Context: an optimization exercise on an open-source flow, tuned for small area. The choices shown serve that exercise and are no tape-out recipe.
In this exercise RTL edits were held to simulation tests only and were not proved equivalent to the original.
Power and IR drop assume default switching activity.

==> flow/design.v <==
module rf_wbit (
    input  logic s,
    input  logic h,
    input  logic w,
    input  logic q,
    output logic d
);
    assign d = (s & w) | (h & q);
endmodule
module rf_aoi222 (
    input  logic [2:0] s,
    input  logic [2:0] d,
    output logic       y_n
);
    assign y_n = !(|(s & d));
endmodule
module rf_aoi22 (
    input  logic [1:0] s,
    input  logic [1:0] d,
    output logic       y_n
);
    assign y_n = !(|(s & d));
endmodule
module rf_nand #(
    parameter int N = 4
) (
    input  logic [N-1:0] a,
    output logic         y
);
    assign y = !(&a);
endmodule
module rf_or3 (
    input  logic [2:0] a,
    output logic       y
);
    assign y = |a;
endmodule
module rf_rbit (
    input  logic [31:0] s,
    input  logic [31:0] d,
    output logic        y
);
    logic [10:0] t_n;
    logic [2:0]  g;
    for (genvar k = 0; k < 10; k++) begin : g_aoi
        rf_aoi222 u_a (.s(s[3*k+2:3*k]), .d(d[3*k+2:3*k]), .y_n(t_n[k]));
    end
    rf_aoi22 u_a10 (.s(s[31:30]), .d(d[31:30]), .y_n(t_n[10]));
    rf_nand #(.N(4)) u_n0 (.a(t_n[3:0]), .y(g[0]));
    rf_nand #(.N(4)) u_n1 (.a(t_n[7:4]), .y(g[1]));
    rf_nand #(.N(3)) u_n2 (.a(t_n[10:8]), .y(g[2]));
    rf_or3 u_o (.a(g), .y(y));
endmodule
module reg_file_32x32 #(
    parameter int DATA_W = 32,
    parameter int ADDR_W = 5
) (
    input  logic              clk,
    input  logic              rst_n,
    input  logic              we,
    input  logic [ADDR_W-1:0] waddr,
    input  logic [DATA_W-1:0] wdata,
    input  logic [ADDR_W-1:0] raddr1,
    output logic [DATA_W-1:0] rdata1,
    input  logic [ADDR_W-1:0] raddr2,
    output logic [DATA_W-1:0] rdata2,
    output logic [15:0]       wr_cnt
);
    localparam int NREG = 2 ** ADDR_W;
    logic [DATA_W-1:0] regs [NREG];
    logic [DATA_W-1:0] regs_d [NREG];
    logic [NREG-1:0]   wsel;
    logic [NREG-1:0]   whold;
    logic [NREG-1:0]   valid;
    logic              wr_commit;
    assign wr_commit = we && (waddr != '0);
    always_comb begin
        for (int i = 0; i < NREG; i++) begin
            wsel[i]  = wr_commit && (waddr == ADDR_W'(i));
            whold[i] = !(we && (waddr == ADDR_W'(i)));
        end
    end
    assign valid[0] = 1'b0;
    assign regs[0]  = '0;
    assign regs_d[0] = '0;
    for (genvar i = 1; i < NREG; i++) begin : g_reg
        for (genvar b = 0; b < DATA_W; b++) begin : g_bit
            rf_wbit u_w (.s(wsel[i]), .h(whold[i]), .w(wdata[b]), .q(regs[i][b]), .d(regs_d[i][b]));
        end
        always_ff @(posedge clk) begin
            regs[i] <= regs_d[i];
        end
        always_ff @(posedge clk or negedge rst_n) begin
            if (!rst_n) begin
                valid[i] <= 1'b0;
            end else if (wsel[i]) begin
                valid[i] <= 1'b1;
            end
        end
    end
    always_ff @(posedge clk or negedge rst_n) begin
        if (!rst_n) begin
            wr_cnt <= '0;
        end else if (wr_commit) begin
            wr_cnt <= wr_cnt + 16'd1;
        end
    end
    logic byp1, byp2;
    logic [NREG-1:0] rs1, rs2;
    assign byp1 = rst_n && wr_commit && (raddr1 == waddr);
    assign byp2 = rst_n && wr_commit && (raddr2 == waddr);
    always_comb begin
        rs1[0] = byp1;
        rs2[0] = byp2;
        for (int i = 1; i < NREG; i++) begin
            rs1[i] = rst_n && !byp1 && valid[i] && (raddr1 == ADDR_W'(i));
            rs2[i] = rst_n && !byp2 && valid[i] && (raddr2 == ADDR_W'(i));
        end
    end
    for (genvar b = 0; b < DATA_W; b++) begin : g_rd
        logic [NREG-1:0] col;
        always_comb begin
            col[0] = wdata[b];
            for (int i = 1; i < NREG; i++) col[i] = regs[i][b];
        end
        rf_rbit u_r1 (.s(rs1), .d(col), .y(rdata1[b]));
        rf_rbit u_r2 (.s(rs2), .d(col), .y(rdata2[b]));
    end
endmodule
==> flow/run.sh <==
#!/bin/bash
# synth_recipe.tcl (not shown) runs the flow's synth.tcl, then flattens the netlist and writes it again
# the make line also repeats each setting of config.mk as NAME=value (left out here)
make -C /OpenROAD-flow-scripts/flow DESIGN_CONFIG=/design/flow/config.mk WORK_HOME=/design/flow/orfs CLKGATE_MAP_FILE= SYNTH_SCRIPT=/design/flow/synth_recipe.tcl finish
==> flow/config.mk <==
export PLATFORM = sky130hd
export DESIGN_NAME = reg_file_32x32
export DESIGN_NICKNAME = reg_file_32x32
export VERILOG_FILES = /design/flow/design.v
export SDC_FILE = /design/flow/constraint.sdc
export NUM_CORES = 4
export LEC_CHECK = 0
export CAP_MARGIN = 35
export CORE_MARGIN = 2
export CORE_UTILIZATION = 25
export SLEW_MARGIN = 35
export SYNTH_HIERARCHICAL = 1
==> flow/constraint.sdc <==
create_clock -name core_clock -period 8.0 [get_ports {clk}]
set_input_delay 1.6000 -clock core_clock [delete_from_list [all_inputs] [get_ports {clk}]]
set_output_delay 1.6000 -clock core_clock [all_outputs]
set_load 0.01 [all_outputs]
==> run summary <==
## critical path, delay by kind of cell
family	cells	cell delay (ps)
AND/OR/NAND/NOR	5	1670
buffers and inverters	5	1780
AO/OA/AOI/OAI	2	860
## per-stage QoR
stage	hold WS, ps	cell area, um2	setup slack [ps]
final	480	50300	429
after global routing	507	50300	281
after CTS	478	50200	580
after detailed placement	458	46500	563
after global placement	467	46400	630
after floorplan	441	40400	688
## modules after synthesis, one instance, submodules excluded, excerpt
module          copies in the design  flops+latches  cells  cell area, um2
reg_file_32x32                     1           1039   1387           23000
rf_aoi22                          64              0      1            12.5
rf_aoi222                        640              0      1            10.0
rf_wbit                          992              0      1            8.76
rf_or3                            64              0      1            6.26
## layout make-up
| class | instances | area (um2) | area share [%] |
|---|---|---|---|
| multi-input combinational | 2239 | 19600 | 39.1 |
| inverter | 35 | 131 | 0.261 |
| antenna | 10 | 25.0 | 0.0498 |
| sequential | 1039 | 21000 | 41.8 |
| clock inverter | 42 | 566 | 1.12 |
| timing repair buffer | 328 | 3040 | 6.04 |
| tap | 2160 | 2700 | 5.38 |
| clock buffer | 154 | 3130 | 6.22 |
## how the worst min path moves through the flow
| stage | endpoint | slack, ps | depth (start not counted) |
|---|---|---|---|
| 6_report | wr_cnt[15]$_DFFE_PN0P_ | 480 | 1 |
| 5_1_grt | regs[19][27]$_DFF_P_ | 510 | 1 |
| 4_1_cts | wr_cnt[15]$_DFFE_PN0P_ | 480 | 1 |
| 3_5_place_dp | wr_cnt[15]$_DFFE_PN0P_ | 460 | 1 |
| 3_3_place_gp | wr_cnt[15]$_DFFE_PN0P_ | 470 | 1 |
| 2_1_floorplan | valid[15]$_DFFE_PN0P_ | 440 | 1 |
## power by group
group	leakage (uW)	total, uW	switching (uW)	internal (uW)
registers	0.00881	7110	885	6220
clock network	0.00181	5270	2230	3040
logic	0.00907	1530	655	875
total	0.0197	13900	3770	10100
## synth_stat cells, types with 9 or more instances
| library cell | n | area (um2) |
|---|---|---|
| a22o_1 | 992 | 8690 |
| dfxtp_1 | 992 | 19900 |
| a222oi_1 | 640 | 6410 |
| nand4_1 | 143 | 895 |
| nand3_1 | 100 | 500 |
| a22oi_2 | 64 | 801 |
| or3_1 | 64 | 400 |
| nand2_1 | 56 | 210 |
| dfrtp_1 | 47 | 1180 |
| inv_1 | 35 | 131 |
| nand2b_1 | 34 | 213 |
| nor2_1 | 32 | 120 |
| nor3_1 | 27 | 135 |
| nor4b_1 | 18 | 158 |
| xnor2_1 | 16 | 140 |
| nor2b_1 | 12 | 75.1 |
| clkbuf_1 | 11 | 41.3 |
| xor2_1 | 9 | 78.8 |
## metal layers
layer  up-vias  track usage, %  part of all wire [%]
met2      3703            32.4                    40
met4         6            13.6                   6.8
met3       715            7.36                    15
met1     19900            30.6                    39
li1      16200               -                     -
met5         -               0                 0.020
## kinds of logic (layout without fill, tap and decap cells)
group	count (synthesis)	in the layout	share of synthesized area, %
compound gates	1700	1700	39.5
xor+xnor	25	25	0.542
fa+ha+maj	1	1	0.0310
buf+inv	61	559	0.654
flops	1039	1039	52.1
other cells	0	10	0
simple gates	513	513	7.24
## flip-flops by register name, indices dropped and copies added (netlist names)
signal and cells:
regs 992, valid 31, wr_cnt 16
==> metrics.md <==
| Metric | Value |
|---|---|
| Status | `timing/DRC/antenna clean` |
| Max Clock Skew | `4.25 ps` |
| Core Util, Final | `31.3%` |
| Worst Min Path Start | `wr_cnt[15]$_DFFE_PN0P_` |
| Ys async rst share | `4.52%` |
| Clk sinks | `1039` |
| Io pins | `130` |
| CP startpoint kind | `input pin` |
| DRT Wirelength | `200000 um` |
| Initial DRT Pass Iterations | `15` |
| First-pass GRT wire length | `281000 um` |
| Num CTS Buffers | `106` |
| Final setup TNS | `0 ps` |
| Worst path required time | `6400 ps` |
| Max Freq | `132 MHz` |
| Mean post-synth cell area | `12.1 um2` |
| Seq cells post-synth | `1039` |
| Initial DRC count | `8945` |
| GPL Wtd Cong | `0.920` |
| Number of synthesized flops with an enable pin | `0` |
| Max Slew Vio Count | `0` |
| Longest Clk Path Bufs | `3` |
| Max incr delay on CP | `570 ps` |
| Clock-pin slew on the worst setup and hold paths | `60 ps` |
| Die Y | `406 um` |
| CP cell instances | `clkdlybuf4s50_1 -> buf_4 -> nor2_1 -> a21o_4 -> nor4_4 -> buf_12 -> nor3_2 -> buf_4 -> a222oi_1 -> nand4_1 -> or3_1 -> clkdlybuf4s50_1` |
| CP endpoint | `rdata2[22]` |
| Root Driver | `clkbuf_16` |
| Fillers | `16100` |
| Sequential area share after synthesis | `52.1%` |
| Crit-path slowest cell | `a222oi_1` |
| Synth Instances | `3339` |
| Arrival time worst endpoint | `5970 ps` |
| HP Class | `flip-flop to flip-flop` |
| Hold_buf cts | `0` |
| RSZ-0062 raised after global routing | `false` |
| # rows | `147` |
| Largest net degree at the start of global routing | `35` |
| Post-DP HPWL | `122000 um` |
| IO Port Bufs | `129` |
| H-tree depth | `3` |
| Main synth FF type | `dfxtp_1` |
| Syn Nets | `3390` |
| Crit Reg-Reg Endpoint | `wr_cnt[10]$_DFFE_PN0P_` |
| Crit share post-route | `94.6%` |
| Synth-to-Final Area Change | `24.5%` |
| Critical path launch point | `waddr[3]` |
| R2r worst-path depth | `5` |
| Slew @ Worst Pin | `996 ps` |
| Yosys cell types | `37` |
| Yosys warning count | `11` |
| PnR Total Power | `13900 uW` |
| Overall routing resource usage | `23.0%` |
| Largest vdd supply drop | `0.172 mV` |
| Share of cells above drive strength 1 | `14.0%` |
| CTS tree | `yes` |
| Number of global-route vias before repair | `38400` |
| Wirelength per Cell | `33.3 um` |
| Critical-path maximum fanout | `32` |
| Avg Vias per Cell | `6.74` |
| Most frequent cells in the layout | `a22o_1 (992), dfxtp_1 (992), a222oi_1 (640)` |
| Core area | `161000 um2` |
| Hold Vio Cnt, Final | `0` |
| Initial antenna violation count | `13` |
| Rel. slew slack | `33.4%` |
| Post-CTS Setup Inserts | `0` |
| Pleak | `0.0197 uW` |
| Worst-Skew Late Latency | `700 ps` |
| FF-to-FF setup slack | `6310 ps` |
| Crit end category | `output port` |
| Fin crit period | `7570 ps` |
| GR Overflow Total | `0` |
| Finished Layout Cells | `6007` |
| Mapped Area | `40400 um2` |
| Max Cap Viol | `0` |
| Post-CTS sizing | `0` |
| Detail Route Antenna Nets | `0` |
| Power Dens Cells | `277 nW/um2` |
| Initial Util | `25.2%` |
| Count of final setup violators | `0` |
| Dpl cells | `5801` |
| Final nets | `3800` |
| RR Startpoint | `wr_cnt[0]$_DFFE_PN0P_` |
| DRC viols | `0` |
| Die Area | `165000 um2` |
| WS Path Type | `input pin to output port` |
| DIE WIDTH | `406 um` |
| Via Count | `40500` |

## separate check: timing with driven ports
The results above use ideal ports. As a check the final layout listed here was re-extracted and re-timed, cells and wires unchanged.
Step 1 (the two cells are an assumption about what drives the block):
set clk [get_ports {clk}]
set_driving_cell -lib_cell sky130_fd_sc_hd__clkbuf_16 $clk
set_driving_cell -lib_cell sky130_fd_sc_hd__buf_2 [delete_from_list [all_inputs] $clk]
Step 2 times the ports against the registers' clock, not the clock port: input delays grow and output delays shrink by t, the midpoint of the rising clock arrivals with the driver on.
Slacks: no drivers / after step 1 / after step 2; pairs: no drivers / after step 1.
shift t [ns]: 0.804
setup slack, ns: 0.429 / 0.399 / 0.399
clock arrival spread, ns: 0.063 / 0.063
slew at the worst register clock pin (ns): 0.07 / 0.07
pins driven straight from the clock port: 1
After both steps this run still meets setup and hold. The setup slack of this run moves by -0.030 ns with the drivers and by -0.030 ns with both steps.
